What follows belongs to an exercise in optimizing a design on an open flow for small area; a production flow would make more cautious choices.
In this exercise RTL edits were held to simulation tests only and were not proved equivalent to the original.
Power figures rest on the tool's default switching activity, not on a simulated workload.

==> flow/design.v <==
`default_nettype none
package collect_pkg;
  typedef logic [7:0] sample_t;
  typedef enum logic [1:0] {
    SRC_NONE = 2'd0,   
    SRC_ADC  = 2'd1,
    SRC_UDP  = 2'd2,
    SRC_LINK = 2'd3
  } src_sel_e;
  typedef enum logic {
    PKT_IDLE = 1'b0,   
    PKT_SEND = 1'b1    
  } pkt_state_e;
  localparam int NUM_KEYS = 4;
  localparam int DEF_CNT_MAX = 999_999;
  localparam int DEF_FIFO_DEPTH = 64;
  localparam int DEF_PKT_LEN = 16;
  localparam int DEF_CREDITS = 8;
endpackage
`default_nettype wire
`default_nettype none
`timescale 1ns/100ps
module key_filter (
  input  logic sys_clk,
  input  logic sys_rst_n,
  input  logic key_in,     
  output logic key_flag    
);
  localparam logic [19:0] S_START = 20'hd7fd9;   
  localparam logic [19:0] S_END   = 20'h2aaaa;   
  logic [19:0] cnt;
  assign key_flag = (cnt == S_END);
  always_ff @(posedge sys_clk) begin
    if (key_in || !sys_rst_n) cnt <= S_START;
    else                      cnt <= {~cnt[18:0], ~(cnt[19] ^ cnt[16] ^ key_flag)};
  end
endmodule
`default_nettype wire
`default_nettype none
`timescale 1ns/100ps
module source_select (
  input  logic                          sys_clk,
  input  logic                          sys_rst_n,
  input  logic [collect_pkg::NUM_KEYS-1:0] key_flag,
  input  collect_pkg::sample_t          adc_data,
  input  logic                          adc_valid,
  input  collect_pkg::sample_t          udp_rx_data,
  input  logic                          udp_rx_valid,
  input  collect_pkg::sample_t          link_data,
  input  logic                          link_valid,
  output collect_pkg::sample_t          pick_data_n,  
  output logic                          pick_valid,
  output logic                          tx_en
);
  logic [3:0] mode;   
  always_ff @(posedge sys_clk) begin
    if (!sys_rst_n) mode <= '0;
    else            mode <= mode ^ key_flag;
  end
  assign tx_en = mode[0];
  assign pick_valid = mode[1] ? adc_valid : mode[2] ? udp_rx_valid : mode[3] & link_valid;
  logic sel_adc, sel_udp, sel_link;
  assign sel_adc  = mode[1];
  assign sel_udp  = !mode[1] && mode[2];
  assign sel_link = !mode[1] && !mode[2];   
  for (genvar b = 0; b < 8; b++) begin : g_pick
    gate_aoi222 u_pick (
      .a1(adc_data[b]),    .a2(sel_adc),
      .b1(udp_rx_data[b]), .b2(sel_udp),
      .c1(link_data[b]),   .c2(sel_link),
      .y (pick_data_n[b]));
  end
endmodule
`default_nettype wire
`default_nettype none
`timescale 1ns/100ps
module sample_fifo (
  input  logic                 sys_clk,
  input  logic                 sys_rst_n,
  input  collect_pkg::sample_t pick_data_n,   
  input  logic                 pick_valid,
  input  logic                 rd_en,       
  output collect_pkg::sample_t head_data,   
  output logic                 full,        
  output logic                 pkt_ready,   
  output logic                 overflow
);
  collect_pkg::sample_t mem [64];
  logic [6:0] top;     
  logic       pend;    
  logic       drop;    
  logic       full_next;
  logic       shift;
  assign full      = (top == 7'd63) && !pend;
  assign pkt_ready = !top[6] && ((top[5:4] != 2'd0) || (top[3:0] == 4'd15 && !pend));
  assign full_next = (top == 7'd63) && !rd_en;
  assign shift     = pick_valid && !full_next;
  logic       up, dn;
  logic [6:0] top_flip;
  assign up = shift && !rd_en;
  assign dn = rd_en && !shift;
  always_comb begin
    logic ones, zeros;   
    ones  = 1'b1;
    zeros = 1'b1;
    for (int i = 0; i < 7; i++) begin
      top_flip[i] = (up && ones) || (dn && zeros);
      ones  = ones && top[i];
      zeros = zeros && !top[i];
    end
  end
  always_ff @(posedge sys_clk) begin
    if (!sys_rst_n) begin
      top  <= '1;
      pend <= 1'b0;
      drop <= 1'b0;
    end else begin
      top  <= top ^ top_flip;
      pend <= shift;
      drop <= pick_valid && full_next;
    end
  end
  always_ff @(posedge sys_clk or negedge sys_rst_n) begin
    if (!sys_rst_n)  overflow <= 1'b0;
    else if (drop)   overflow <= 1'b1;   
  end
  always_ff @(posedge sys_clk) begin
    if (shift) begin
      mem[0] <= pick_data_n;
      for (int i = 1; i < 64; i++) mem[i] <= mem[i-1];
    end
  end
  logic [7:0]  lo_n, hi_n;   
  logic [63:0] sel;
  always_comb begin
    for (int j = 0; j < 8; j++) begin
      lo_n[j] = (top[2:0] != 3'(j));
      hi_n[j] = (top[5:3] != 3'(j));
    end
  end
  for (genvar i = 0; i < 64; i++) begin : g_sel
    gate_nor2 u_sel (.a(hi_n[i/8]), .b(lo_n[i%8]), .y(sel[i]));
  end
  for (genvar b = 0; b < 8; b++) begin : g_rd
    logic [21:0] p_n;   
    logic [5:0]  q;
    for (genvar k = 0; k < 21; k++) begin : g_p
      gate_aoi222 u_p (
        .a1(mem[3*k][b]),   .a2(sel[3*k]),
        .b1(mem[3*k+1][b]), .b2(sel[3*k+1]),
        .c1(mem[3*k+2][b]), .c2(sel[3*k+2]),
        .y (p_n[k]));
    end
    gate_nand2 u_p21 (.a(mem[63][b]), .b(sel[63]), .y(p_n[21]));
    for (genvar k = 0; k < 5; k++) begin : g_q
      gate_nand4 u_q (.a(p_n[4*k]), .b(p_n[4*k+1]), .c(p_n[4*k+2]), .d(p_n[4*k+3]), .y(q[k]));
    end
    gate_nand2 u_q5 (.a(p_n[20]), .b(p_n[21]), .y(q[5]));
    assign head_data[b] = !(|q);   
  end
endmodule
`default_nettype wire
module gate_nor2 (input logic a, b, output logic y);
  assign y = !(a || b);
endmodule
module gate_nand2 (input logic a, b, output logic y);
  assign y = !(a && b);
endmodule
module gate_nand4 (input logic a, b, c, d, output logic y);
  assign y = !(a && b && c && d);
endmodule
module gate_aoi222 (input logic a1, a2, b1, b2, c1, c2, output logic y);
  assign y = !((a1 && a2) || (b1 && b2) || (c1 && c2));
endmodule
`default_nettype wire
`default_nettype none
`timescale 1ns/100ps
module pkt_sender (
  input  logic                 sys_clk,
  input  logic                 sys_rst_n,
  input  logic                 tx_en,
  input  logic                 pkt_ready,   
  input  collect_pkg::sample_t head_data,
  output logic                 rd_en,
  input  logic                 tx_credit,   
  output collect_pkg::sample_t tx_data,
  output logic                 tx_valid,
  output logic                 tx_sop,
  output logic                 tx_eop
);
  logic       sending;
  logic [3:0] byte_cnt;   
  logic [3:0] used;       
  logic       send;
  assign send  = sending && !used[3];
  assign rd_en = send;
  logic [3:0] cnt_flip, used_flip;
  logic       up, dn;
  assign up = send && !tx_credit;
  assign dn = tx_credit && !send;
  always_comb begin
    logic cnt_ones, ones, zeros;   
    cnt_ones = 1'b1;
    ones     = 1'b1;
    zeros    = 1'b1;
    for (int i = 0; i < 4; i++) begin
      cnt_flip[i]  = send && cnt_ones;
      used_flip[i] = (up && ones) || (dn && zeros);
      cnt_ones = cnt_ones && byte_cnt[i];
      ones     = ones && used[i];
      zeros    = zeros && !used[i];
    end
  end
  always_ff @(posedge sys_clk) begin
    if (!sys_rst_n) begin
      sending  <= 1'b0;
      byte_cnt <= '0;
      used     <= '0;
    end else begin
      if (!sending) begin
        if (tx_en && pkt_ready) sending <= 1'b1;
      end else if (send && byte_cnt == 4'd15) begin
        sending <= 1'b0;
      end
      byte_cnt <= byte_cnt ^ cnt_flip;
      used     <= used ^ used_flip;
    end
  end
  always_ff @(posedge sys_clk or negedge sys_rst_n) begin
    if (!sys_rst_n) tx_valid <= 1'b0;
    else            tx_valid <= send;
  end
  always_ff @(posedge sys_clk) begin
    tx_data <= head_data;
  end
  assign tx_sop = tx_valid && byte_cnt == 4'd1;
  assign tx_eop = tx_valid && byte_cnt == 4'd0;
endmodule
`default_nettype wire
`default_nettype none
`timescale 1ns/100ps
module collect_top (
  input  logic                             sys_clk,
  input  logic                             sys_rst_n,
  input  logic [collect_pkg::NUM_KEYS-1:0] keys,          
  input  collect_pkg::sample_t             adc_data,
  input  logic                             adc_valid,
  input  collect_pkg::sample_t             udp_rx_data,
  input  logic                             udp_rx_valid,
  input  collect_pkg::sample_t             link_data,
  input  logic                             link_valid,
  input  logic                             tx_credit,
  output collect_pkg::sample_t             tx_data,
  output logic                             tx_valid,
  output logic                             tx_sop,
  output logic                             tx_eop,
  output logic                             overflow
);
  logic [collect_pkg::NUM_KEYS-1:0] key_flag;
  collect_pkg::sample_t             pick_data_n;
  logic                             pick_valid;
  logic                             tx_en;
  collect_pkg::sample_t             head_data;
  logic                             full;
  logic                             pkt_ready;
  logic                             rd_en;
  for (genvar i = 0; i < collect_pkg::NUM_KEYS; i++) begin : g_key
    key_filter key_filter_inst (
      .sys_clk  (sys_clk),
      .sys_rst_n(sys_rst_n),
      .key_in   (keys[i]),
      .key_flag (key_flag[i])
    );
  end
  source_select source_select_inst (
    .sys_clk     (sys_clk),
    .sys_rst_n   (sys_rst_n),
    .key_flag    (key_flag),
    .adc_data    (adc_data),
    .adc_valid   (adc_valid),
    .udp_rx_data (udp_rx_data),
    .udp_rx_valid(udp_rx_valid),
    .link_data   (link_data),
    .link_valid  (link_valid),
    .pick_data_n (pick_data_n),
    .pick_valid  (pick_valid),
    .tx_en       (tx_en)
  );
  sample_fifo sample_fifo_inst (
    .sys_clk   (sys_clk),
    .sys_rst_n (sys_rst_n),
    .pick_data_n(pick_data_n),
    .pick_valid(pick_valid),
    .rd_en     (rd_en),
    .head_data (head_data),
    .full      (full),
    .pkt_ready (pkt_ready),
    .overflow  (overflow)
  );
  pkt_sender pkt_sender_inst (
    .sys_clk  (sys_clk),
    .sys_rst_n(sys_rst_n),
    .tx_en    (tx_en),
    .pkt_ready(pkt_ready),
    .head_data(head_data),
    .rd_en    (rd_en),
    .tx_credit(tx_credit),
    .tx_data  (tx_data),
    .tx_valid (tx_valid),
    .tx_sop   (tx_sop),
    .tx_eop   (tx_eop)
  );
endmodule
`default_nettype wire
==> flow/flow/run.sh <==
#!/bin/bash
# Layout flow: the standard flow (standard.sh) with these changes:
#  - Yosys's abc step maps the logic with the area-oriented script in
#    flow/abc_speed.script (the registers are mapped before abc, as standard);
#  - clock tree synthesis uses the buffers and clustering given below and
#    inserts no dummy loads;
#  - every input and output port still gets its own buffer, a buf_1;
#  - the single-gate modules (gate_*: the fifo read port, the source pick) are kept apart
#    while Yosys maps the logic, so each becomes one cell; the netlist is
#    flattened after synthesis as standard.
# Each tool's full output is in the ORFS logs under orfs/logs; make's own
# output is in standard_flow.log.
set -euo pipefail
W=$(pwd)
rm -rf "$W/scripts_mod"
cp -r "$FLOW_HOME/scripts" "$W/scripts_mod"
cp "$W/flow/abc_speed.script" "$W/scripts_mod/abc_speed.script"
bash "$W/standard.sh" SCRIPTS_DIR="$W/scripts_mod" \
  "CTS_ARGS=-sink_clustering_enable -repair_clock_nets -dont_use_dummy_load -buf_list sky130_fd_sc_hd__clkbuf_8 -sink_clustering_size 18 -sink_clustering_max_diameter 60" \
  "SYNTH_KEEP_MODULES=gate_nor2 gate_nand2 gate_nand4 gate_aoi222" \
  "BUFFER_PORTS_ARGS=-buffer_cell sky130_fd_sc_hd__buf_1" \
  finish > "$W/standard_flow.log" 2>&1
==> flow/flow/abc_speed.script <==
&get -n
&st
&dch
&nf -a
&put
topo
stime -c
==> flow/standard.sh <==
#!/bin/bash
# synth_recipe.tcl (not shown) runs the flow's synth.tcl, then flattens the netlist and writes it again
# the make line also repeats each setting of config.mk as NAME=value (left out here)
make -C /OpenROAD-flow-scripts/flow DESIGN_CONFIG=/design/flow/config.mk WORK_HOME=/design/flow/orfs CLKGATE_MAP_FILE= SYNTH_SCRIPT=/design/flow/synth_recipe.tcl "${@:-finish}"
==> flow/config.mk <==
export PLATFORM = sky130hd
export DESIGN_NAME = collect_top
export DESIGN_NICKNAME = collect_top
export VERILOG_FILES = /design/flow/design.v
export SDC_FILE = /design/flow/constraint.sdc
export NUM_CORES = 4
export LEC_CHECK = 0
export CAP_MARGIN = 20
export CORE_MARGIN = 2
export CORE_UTILIZATION = 65
export GPL_TIMING_DRIVEN = 0
export PLACE_DENSITY = 0.75
export SLEW_MARGIN = 20
==> flow/constraint.sdc <==
create_clock -name core_clock -period 4.0 [get_ports {sys_clk}]
set_input_delay 0.8000 -clock core_clock [delete_from_list [all_inputs] [get_ports {sys_clk}]]
set_output_delay 0.8000 -clock core_clock [all_outputs]
set_load 0.01 [all_outputs]
==> summary.md, run 1 <==
| Metric | Value |
|---|---|
| I/O pins | 46 |
| Row count | 66 |
| Synth-to-Final Area Change | 8.56% |
| P_leak | 6.90 nW |
| Worst path max stage delay | 670 ps |
| CTS tree | done |
| Fmax | 276 MHz |
| Fraction of registers with async set or reset after synthesis | 0.321% |
| First-pass GRT wire length | 65500 µm |
| Total wire length | 43100 µm |
| Number of buffers on the longest clock path | 3 |
| Pin count of the biggest net entering global routing | 32 |
| Min Tclk post-route | 3630 ps |
| Initial DRC count | 2102 |
| Cts repair resizes | 0 |
| Slowest stage cell, crit path | nand3_1 |
| Syn Area/Cell | 18.3 µm² |
| Clk latency of the worst-skew pair | 580 ps |
| Number of flops mapped to enable cells by yosys | 512 |
| CP Cell Sequence | nand3_1 > nor4_2 > nor2_4 > buf_12 > clkinv_1 > ha_2 > or4b_4 > nor4_1 > o31a_1 > nand2_1 |
| Die footprint | 34300 µm² |
| GRT Resource Usage Total | 25.3% |
| IO Port Bufs | 45 |
| Tcrit/Tclk final | 90.6% |
| Worst setup SP type | register |
| Sequential share of the synthesized area | 82.7% |
| Number of global-route vias before repair | 11.6k |
| Total number of vias | 12.1k |
| Clk slew on worst S/H paths | 120 ps |
| Initial antenna violation count | 5 |
| GRT Residual Overflow | 0 |
| HPWL after detailed placement | 28400 µm |
| Max Cap Viol | 0 |
| Crit path DAT | 4100 ps |
| Residual DRC count | 0 |
| DRT Pass-1 Iters | 11 |
| Status | timing/DRC/antenna clean |
| Avg WL per Cell | 25.1 µm |
| Hold crit path type | in2async |
| Top FF cell, synth | edfxtp_1 |
| Clock Tree Root | clkbuf_8 |
| Skew final | 55.7 ps |
| Unrepaired setup endpoints after global routing | no |
| CP Max Fanout | 24 |
| Fin. max-slew vios | 0 |
| Fillers | 2054 |
| Initial Util | 65.8% |
| WS Path Type | reg2reg |
| Post-synth cell types | 40 |
| Peak supply drop | 348 µV |
| Share of layout cells above drive strength 1 | 5.42% |
| Final Wtd Congestion | 0.798 |
| Vias per cell | 7.04 |
| Post-layout instance area | 23100 µm² |
| Core region area | 32400 µm² |
| Post-CTS setup buffer count | 0 |
| # setup viols final | 0 |
| Synthesized cell area | 21300 µm² |
| Placed Area | 22600 µm² |
| Sink Count | 624 |
| Max_slew headroom | 34.8% |
| Cell Pwr Density | 422 nW/µm² |
| Setup TNS | 0 ps |
| Syn nets | 1205 |
| Commonest non-fill, non-tap cells in the layout | edfxtp_1, a222oi_1, dfxtp_1 |
| Nets | 1314 |
| Hold Buf Count CTS | 0 |
| Commonest non-fill, non-tap cell in the layout | edfxtp_1 |
| Die Ht | 185 µm |
| Crit end category | register |
| Ys Warns | 6 |
| Final hold vios | 0 |
| Num CTS Buffers | 41 |
| Req. time, crit path | 4480 ps |
| Pin slew with the least headroom to its limit | 974 ps |
| Finished Core Util | 71.5% |
| H-tree Lvls | 2 |
| Antenna-violating nets left | 0 |
| Post-Syn Instances | 1165 |
| Post-synthesis register bit count | 624 |
| Die width | 185 µm |
## Yosys stat by module (local to each module, per instance)
module,times used,cell area (µm²)
collect_top,1,19000
gate_nor2,64,3.75
gate_nand2,16,3.75
gate_aoi222,176,10.0
gate_nand4,40,6.26
## cell type report
cell class | instances | area [µm²] | share of cell area [%]
Sequential cell | 624 | 17600 | 76.2
Multi-Input combinational cell | 533 | 3700 | 16.0
Timing Repair Buffer | 66 | 658 | 2.84
Clock buffer | 41 | 564 | 2.44
Tap cell | 442 | 553 | 2.39
Inverter | 8 | 30.0 | 0.130
Antenna cell | 3 | 7.51 | 0.0324
## worst max-delay path: cells and delay by family (launching register included)
| kind | cells | cell delay (ps) |
|---|---|---|
| AOI/OAI and AO/OA | 1 | 170 |
| adders and majority gates | 1 | 190 |
| buffers and inverters | 2 | 270 |
| DFF | 1 | 580 |
| and+or+nand+nor | 6 | 2320 |
## state kept, by name, summed over array words and instances (netlist names)
signal	count
pkt_sender_inst.sending	1
pkt_sender_inst.tx_data	8
sample_fifo_inst.mem	512
pkt_sender_inst.byte_cnt	4
pkt_sender_inst.tx_valid	1
sample_fifo_inst.pend	1
sample_fifo_inst.top	7
sample_fifo_inst.overflow	1
pkt_sender_inst.used	4
g_key.key_filter_inst.cnt	80
sample_fifo_inst.drop	1
source_select_inst.mode	4
## report_power, final
part / leakage, nW / switching (W) / total, W / internal [W]
clock: 0.295 / 0.00179 / 0.00271 / 0.000929
combinational: 1.42 / 0.0000386 / 0.0000670 / 0.0000284
sequential: 5.18 / 0.0000212 / 0.00697 / 0.00695
total: 6.90 / 0.00184 / 0.00975 / 0.00791
## kinds of logic (layout without fill, tap and decap cells)
| family | after synthesis | count (layout) | share of synthesized area, % |
|---|---|---|---|
| buf+inv | 8 | 115 | 0.141 |
| other cells | 0 | 3 | 0 |
| compound gates | 204 | 204 | 9.13 |
| simple gates | 307 | 307 | 6.98 |
| xor+xnor | 12 | 12 | 0.493 |
| mux | 4 | 4 | 0.194 |
| flops | 624 | 624 | 82.7 |
| fa+ha+maj | 6 | 6 | 0.352 |
## synthesized netlist by cell type, types with 4 or more instances
library cell	instances	share of area, %
nand2_1	88	1.5
or4_1	9	0.32
nor2_1	100	1.8
dfxtp_1	110	10
edfxtp_1	512	72
a21oi_1	5	0.12
xnor2_1	5	0.21
nand2b_1	4	0.12
o31a_1	4	0.16
a222oi_1	176	8.3
o21a_1	5	0.18
ha_1	6	0.35
nor3_1	12	0.28
nand3_1	6	0.14
o21ai_0	8	0.19
clkinv_1	8	0.14
nand4_1	46	1.4
xor2_1	7	0.29
nor4_1	11	0.32
nand3b_1	5	0.18
## layer usage
| layer | vias up | wire length (µm) | GRT usage, % | share of wire [%] |
|---|---|---|---|---|
| met2 | 703 | 19800 | 38.4 | 46 |
| met4 | 4 | 1500 | 9.24 | 3.5 |
| met5 | - | 27 | 0 | 0.063 |
| met1 | 6076 | 17700 | 36.8 | 41 |
| li1 | 5196 | - | - | - |
| met3 | 106 | 4140 | 5.21 | 9.6 |
## metrics by stage
step / setup slack [ps] / hold WS [ps] / cells / power [W]
final: 375 / 193 / 1717 / 0.00975
after global routing: 138 / 173 / 1715 / 0.0100
after CTS: 227 / 346 / 1714 / 0.00983
after detailed placement: 143 / 361 / 1673 / 0.00719
after global placement: -9240 / 358 / 1652 / 0.00718
after floorplan: -6410 / 353 / 1165 / 0.00716
## final timing paths
kind,from,end,slack [ps],depth (start not counted)
hold reg to reg,g_key[0].key_filter_inst.cnt[9],g_key[0].key_filter_inst.cnt[10],350,1
setup / recovery,sample_fifo_inst.top[0],sample_fifo_inst.top[6],370,10
setup reg to reg,sample_fifo_inst.top[0],sample_fifo_inst.top[6],370,10
hold / removal,sys_rst_n,sample_fifo_inst.overflow,190,1
min in group core_clock,g_key[0].key_filter_inst.cnt[9],g_key[0].key_filter_inst.cnt[10],350,1
max in group asynchronous,sys_rst_n,pkt_sender_inst.tx_valid,3460,1
==> run 2: changes to the inputs <==
--- a/flow/config.mk
+++ b/flow/config.mk
@@ -9,5 +9,4 @@
 export CORE_MARGIN = 2
 export CORE_UTILIZATION = 65
-export GPL_TIMING_DRIVEN = 0
 export PLACE_DENSITY = 0.75
 export SLEW_MARGIN = 20
==> summary.md, run 2 <==
| Metric | Value |
|---|---|
| Total wire length | 44200 µm |
| Peak supply drop | 348 µV |
| Post-Syn Instances | 1165 |
| CP Cell Sequence | or3_1 > nor2_1 > a222oi_1 > nand4_1 > or4_1 > nor3_1 |
| Clk slew on worst S/H paths | 110 ps |
| I/O pins | 46 |
| Register with the most flip-flops | sample_fifo_inst.mem |
| Setup TNS | 0 ps |
| WS Path Type | reg2reg |
| H-tree Lvls | 2 |
| Share of layout cells above drive strength 1 | 4.44% |
| Avg WL per Cell | 25.9 µm |
| Finished Core Util | 70.3% |
| # setup viols final | 0 |
| Hold crit path type | in2async |
| Num CTS Buffers | 41 |
| Syn nets | 1205 |
| DRT Pass-1 Iters | 13 |
| Synth-to-Final Area Change | 6.85% |
| Cts repair resizes | 0 |
| Tcrit/Tclk final | 80.9% |
| Final Wtd Congestion | 0.888 |
| Max reg flops | 512 |
| Most numerous cell in the Yosys netlist | edfxtp_1 |
| Fmax | 309 MHz |
| Die width | 185 µm |
| Crit path DAT | 3730 ps |
| Antenna-violating nets left | 0 |
| Core region area | 32400 µm² |
| First-pass GRT wire length | 65900 µm |
| Synth top area share | 72.1% |
| CP Max Fanout | 13 |
| Number of flops mapped to enable cells by yosys | 512 |
| Top cells by count, synth | edfxtp_1, a222oi_1, dfxtp_1 |
| Vias per cell | 7.10 |
| CTS tree | done |
| Hold Buf Count CTS | 0 |
| Final hold vios | 0 |
| Unrepaired setup endpoints after global routing | no |
| Min Tclk post-route | 3240 ps |
| Max Cap Viol | 0 |
| Fin. max-slew vios | 0 |
| Status | timing/DRC/antenna clean |
| Synth area leaders | edfxtp_1, dfxtp_1, a222oi_1 |
| Top FF cell, synth | edfxtp_1 |
| Post-CTS setup buffer count | 0 |
| Sink Count | 624 |
| Number of global-route vias before repair | 11.5k |
| Fraction of registers with async set or reset after synthesis | 0.321% |
| Clock Tree Root | clkbuf_8 |
| Clk latency of the worst-skew pair | 580 ps |
| Cell Pwr Density | 427 nW/µm² |
| Regs by FF count | sample_fifo_inst.mem x512, g_key.key_filter_inst.cnt x80, pkt_sender_inst.tx_data x8 |
| Max_slew headroom | 36.6% |
| Worst setup SP type | register |
| GRT Resource Usage Total | 25.7% |
| Initial Util | 65.8% |
| Initial DRC count | 2107 |
| Nets | 1303 |
| Row count | 66 |
| P_leak | 6.76 nW |
| Post-synth cell types | 40 |
| Pin count of the biggest net entering global routing | 165 |
| Ys Warns | 6 |
| Commonest non-fill, non-tap cells in the layout | edfxtp_1, a222oi_1, dfxtp_1 |
| Die Ht | 185 µm |
| Commonest non-fill, non-tap cell in the layout | edfxtp_1 |
| Pin slew with the least headroom to its limit | 951 ps |
| Skew final | 44.8 ps |
| GRT Residual Overflow | 0 |
| Die footprint | 34300 µm² |
| Slowest stage cell, crit path | or4_1 |
| IO Port Bufs | 45 |
| Buf/Inv on CP | 0 |
| Total number of vias | 12.1k |
| Syn Area/Cell | 18.3 µm² |
| Initial antenna violation count | 2 |
| HPWL after detailed placement | 29000 µm |
| Residual DRC count | 0 |
| Sequential share of the synthesized area | 82.7% |
| Top delay family on crit path | simple AND/OR/NAND/NOR gates |
| Dominant cell type by area after synthesis | edfxtp_1 |
| Post-synthesis register bit count | 624 |
| Req. time, crit path | 4500 ps |
| Crit end category | register |
| Synthesized cell area | 21300 µm² |
| Number of buffers on the longest clock path | 3 |
| Worst path max stage delay | 610 ps |
[run 2: final timing paths]
path | from | to | slack [ps] | depth (start not counted)
setup / recovery | sample_fifo_inst.top[0] | pkt_sender_inst.tx_data[0] | 760 | 6
hold / removal | sys_rst_n | pkt_sender_inst.tx_valid | 190 | 2
setup reg to reg | sample_fifo_inst.top[0] | pkt_sender_inst.tx_data[0] | 760 | 6
hold reg to reg | g_key[3].key_filter_inst.cnt[6] | g_key[3].key_filter_inst.cnt[7] | 390 | 1
max in group asynchronous | sys_rst_n | sample_fifo_inst.overflow | 3600 | 2
min in group core_clock | g_key[3].key_filter_inst.cnt[6] | g_key[3].key_filter_inst.cnt[7] | 390 | 1
[run 2: cell families (layout without fill, tap and decap cells)]
| group | count (synthesis) | count (layout) | synth area share [%] |
|---|---|---|---|
| compound gates | 204 | 204 | 9.13 |
| xor+xnor | 12 | 12 | 0.493 |
| fa+ha+maj | 6 | 6 | 0.352 |
| buf+inv | 8 | 104 | 0.141 |
| flops | 624 | 624 | 82.7 |
| mux | 4 | 4 | 0.194 |
| other cells | 0 | 2 | 0 |
| simple gates | 307 | 307 | 6.98 |
[run 2: through the flow]
step	setup slack, ps	instances	area [µm²]	hold WS (ps)	total power [W]
CTS	882	1702	22700	154	0.00979
global placement	1040	1661	22200	357	0.00719
floorplan	-6410	1165	21300	353	0.00716
finish	764	1705	22800	189	0.00972
global route	668	1703	22800	170	0.0100
detailed placement	916	1661	22200	361	0.00719
[run 2: metal layers]
| metal | wire (µm) | vias to the layer above | global-route usage, % |
|---|---|---|---|
| li1 | - | 5174 | - |
| met1 | 17600 | 6083 | 36.8 |
| met2 | 20700 | 739 | 40.3 |
| met3 | 4250 | 109 | 4.56 |
| met4 | 1770 | 0 | 9.84 |
| met5 | 0 | - | 0 |
[run 2: per-module statistics from Yosys, one instance, submodules excluded]
module	flops+latches	cells inside
gate_nand2	0	1
gate_aoi222	0	1
gate_nor2	0	1
gate_nand4	0	1
collect_top	624	869
[run 2: power by group]
part	total (W)	switching [W]	internal (W)	leakage [nW]
Sequential	0.00697	0.0000213	0.00695	5.18
Combinational	0.0000675	0.0000386	0.0000289	1.29
Clock	0.00268	0.00175	0.000928	0.295
Total	0.00972	0.00181	0.00791	6.76
[run 2: final cells by class]
| cell class | count | area (µm²) |
|---|---|---|
| Sequential cell | 624 | 17600 |
| Fill cell | 2112 | 9600 |
| Multi-Input combinational cell | 533 | 3690 |
| Clock buffer | 41 | 564 |
| Tap cell | 442 | 553 |
| Timing Repair Buffer | 55 | 302 |
| Inverter | 8 | 30.0 |
| Antenna cell | 2 | 5.00 |
==> run 3: changes to the inputs <==
--- a/flow/flow/run.sh
+++ b/flow/flow/run.sh
@@ -17,5 +17,5 @@
 cp "$W/flow/abc_speed.script" "$W/scripts_mod/abc_speed.script"
 bash "$W/standard.sh" SCRIPTS_DIR="$W/scripts_mod" \
-  "CTS_ARGS=-sink_clustering_enable -repair_clock_nets -dont_use_dummy_load -buf_list sky130_fd_sc_hd__clkbuf_8 -sink_clustering_size 18 -sink_clustering_max_diameter 60" \
+  "CTS_ARGS=-sink_clustering_enable -repair_clock_nets -dont_use_dummy_load -buf_list sky130_fd_sc_hd__clkbuf_8 -sink_clustering_size 16 -sink_clustering_max_diameter 80" \
   "SYNTH_KEEP_MODULES=gate_nor2 gate_nand2 gate_nand4 gate_aoi222" \
   "BUFFER_PORTS_ARGS=-buffer_cell sky130_fd_sc_hd__buf_1" \
==> summary.md, run 3 <==
| Metric | Value |
|---|---|
| Status | timing/DRC/antenna clean |
| First-pass GRT wire length | 66500 µm |
| Sink Count | 624 |
| Design Power | 0.00982 W |
| Residual DRC count | 0 |
| Wl on met1 | 17300 µm |
| I/O pins | 46 |
| Setup TNS | 0 ps |
| Peak supply drop | 357 µV |
| Post-Syn Instances | 1165 |
| Final Non-Filler Cells | 1706 |
| Post-synthesis register bit count | 624 |
| Crit path DAT | 3700 ps |
| DR WL met2 | 21000 µm |
| Initial Util | 65.8% |
| Pin count of the biggest net entering global routing | 165 |
| GRT Residual Overflow | 0 |
| Pin slew with the least headroom to its limit | 892 ps |
| Syn Area/Cell | 18.3 µm² |
| Avg WL per Cell | 25.9 µm |
| DR WL met3 | 4580 µm |
| Hold crit path type | in2async |
| Top cells by count, synth | edfxtp_1, a222oi_1, dfxtp_1 |
| WS Path Type | reg2reg |
| Sequential share of the synthesized area | 82.7% |
| P_leak | 6.78 nW |
| Vias per cell | 7.08 |
| Ys Warns | 6 |
| IO Port Bufs | 45 |
| Most numerous cell in the Yosys netlist | edfxtp_1 |
| Cts repair resizes | 0 |
| Initial antenna violation count | 1 |
| Max Cap Viol | 0 |
| Placed Cells | 1661 |
| Tcrit/Tclk final | 80.3% |
| Req. time, crit path | 4490 ps |
| GRT Resource Usage Total | 26.0% |
| Commonest non-fill, non-tap cells in the layout | edfxtp_1, a222oi_1, dfxtp_1 |
| H-tree Lvls | 2 |
| Synth-to-Final Area Change | 7.02% |
| Register with the most flip-flops | sample_fifo_inst.mem |
| Synthesized cell area | 21300 µm² |
| Number of buffers on the longest clock path | 3 |
| DRT Pass-1 Iters | 14 |
| # setup viols final | 0 |
| Commonest non-fill, non-tap cell in the layout | edfxtp_1 |
| Row count | 66 |
| Hold Buf Count CTS | 0 |
| Initial DRC count | 2069 |
| Min Tclk post-route | 3210 ps |
| Dominant cell type by area after synthesis | edfxtp_1 |
| Worst setup SP type | register |
| Post-CTS setup buffer count | 0 |
| Cell Pwr Density | 431 nW/µm² |
| Core region area | 32400 µm² |
| DR top layer | met5 |
| CP Max Fanout | 13 |
| Die width | 185 µm |
| Fmax | 312 MHz |
| Final Wtd Congestion | 0.888 |
| Clk latency of the worst-skew pair | 600 ps |
| Main combinational cell family by area after synthesis | compound AO/OA/AOI/OAI gates |
| HPWL after detailed placement | 29000 µm |
| Unrepaired setup endpoints after global routing | no |
| Post-synthesis simple-gate area fraction | 6.98% |
| Total wire length | 44200 µm |
| Die footprint | 34300 µm² |
| Number of global-route vias before repair | 11.5k |
| Syn nets | 1205 |
| CTS tree | done |
| Num CTS Buffers | 44 |
| Crit end category | register |
| Post-synthesis adder-cell area fraction | 0.352% |
| Fin. max-slew vios | 0 |
| Synth top area share | 72.1% |
| Fraction of registers with async set or reset after synthesis | 0.321% |
| Number of flops mapped to enable cells by yosys | 512 |
| Synth Area in Compound Gates | 9.13% |
| Max_slew headroom | 40.3% |
| Nets | 1306 |
| Clk slew on worst S/H paths | 100 ps |
| Mux share of post-synthesis cell area | 0.194% |
| Ant diodes | 0 |
| Total number of vias | 12.1k |
| Antenna-violating nets left | 0 |
| Final hold vios | 0 |
| Max reg flops | 512 |
| Xor/xnor share of the synthesized area | 0.493% |
| Share of layout cells above drive strength 1 | 4.67% |
| Top FF cell, synth | edfxtp_1 |
| Regs by FF count | sample_fifo_inst.mem x512, g_key.key_filter_inst.cnt x80, pkt_sender_inst.tx_data x8 |
| Die Ht | 185 µm |
| Clock Tree Root | clkbuf_8 |
| Skew final | 20.8 ps |
| Post-synth cell types | 40 |
| Synth area leaders | edfxtp_1, dfxtp_1, a222oi_1 |
==> run 3: metal layers <==
metal / GRT usage (%) / up-vias
met1: 37.2 / 6031
met3: 4.84 / 82
li1: - / 5167
met2: 40.8 / 797
met4: 9.68 / 2
met5: 0 / -
==> run 3: power by group <==
group / switching (W) / leakage, nW / internal (W)
sequential: 0.0000215 / 5.18 / 0.00695
clock: 0.00179 / 0.316 / 0.000991
combinational: 0.0000386 / 1.29 / 0.0000289
==> run 3: Yosys stat by module (local to each module, per instance) <==
module	cell area (µm²)	times used	cells	flops+latches
collect_top	19000	1	869	624
gate_aoi222	10.0	176	1	0
gate_nand2	3.75	16	1	0
gate_nand4	6.26	40	1	0
gate_nor2	3.75	64	1	0
==> run 3: worst paths after layout <==
| kind | start | end | slack [ps] | cells after the start |
|---|---|---|---|---|
| setup / recovery | sample_fifo_inst.top[0] | pkt_sender_inst.tx_data[0] | 790 | 6 |
| hold / removal | sys_rst_n | pkt_sender_inst.tx_valid | 160 | 2 |
| setup reg to reg | sample_fifo_inst.top[0] | pkt_sender_inst.tx_data[0] | 790 | 6 |
| hold reg to reg | g_key[2].key_filter_inst.cnt[17] | g_key[2].key_filter_inst.cnt[18] | 380 | 1 |
| max in group asynchronous | sys_rst_n | sample_fifo_inst.overflow | 3620 | 2 |
| min in group core_clock | g_key[2].key_filter_inst.cnt[17] | g_key[2].key_filter_inst.cnt[18] | 380 | 1 |
==> run 3: area by class of cell <==
cell class                      count  area, µm²
Timing Repair Buffer               55        302
Fill cell                        2096       9560
Sequential cell                   624      17600
Multi-Input combinational cell    533       3690
Clock buffer                       44        606
Tap cell                          442        553
Inverter                            8       30.0
==> run 3: kinds of logic (layout without fill, tap and decap cells) <==
kind of cell / count (synthesis) / after routing
compound gates: 204 / 204
xor+xnor: 12 / 12
fa+ha+maj: 6 / 6
buf+inv: 8 / 107
flops: 624 / 624
mux: 4 / 4
simple gates: 307 / 307
==> run 3: worst max-delay path, stage by stage (launching register included) <==
cell	delay (ps)
dfxtp_1	600
or3_1	480
nor2_1	300
a222oi_1	540
nand4_1	380
or4_1	610
nor3_1	200
==> run 3: stage by stage <==
| step | util, % | setup slack (ps) | cell area (µm²) | hold WS (ps) |
|---|---|---|---|---|
| final | 70.5 | 790 | 22800 | 164 |
| after global routing | 70.5 | 668 | 22800 | 136 |
| after CTS | 70.4 | 857 | 22800 | 114 |
| after detailed placement | 68.5 | 916 | 22200 | 361 |
| after global placement | 68.5 | 1040 | 22200 | 357 |
| after floorplan | - | -6410 | 21300 | 353 |

[port drivers added, routing unchanged]
How much do the figures lean on ideal ports? The routed layouts below were timed once more, with nothing changed but the port constraints.
Step 1 (the two cells are an assumption about what drives the block):
set clk [get_ports {sys_clk}]
set_driving_cell -lib_cell sky130_fd_sc_hd__clkbuf_16 $clk
set_driving_cell -lib_cell sky130_fd_sc_hd__buf_2 [delete_from_list [all_inputs] $clk]
Step 2 moves the port delays by t, midway between the first and last clock arrival at a register: inputs arrive t later, outputs are due t later. That takes back most of the time a late clock gives input paths.
Three values: no drivers, after step 1, after step 2; two values: the first two.
run	shift t [ns]	setup slack, ns	hold WS [ns]
run 1	0.607	0.375 / 0.375 / 0.375	0.193 / 0.165 / 0.346
run 2	0.613	0.764 / 0.764 / 0.764	0.189 / 0.162 / 0.386
run 3	0.637	0.790 / 0.790 / 0.790	0.164 / 0.136 / 0.384
After both steps setup and hold are still met in every run listed.
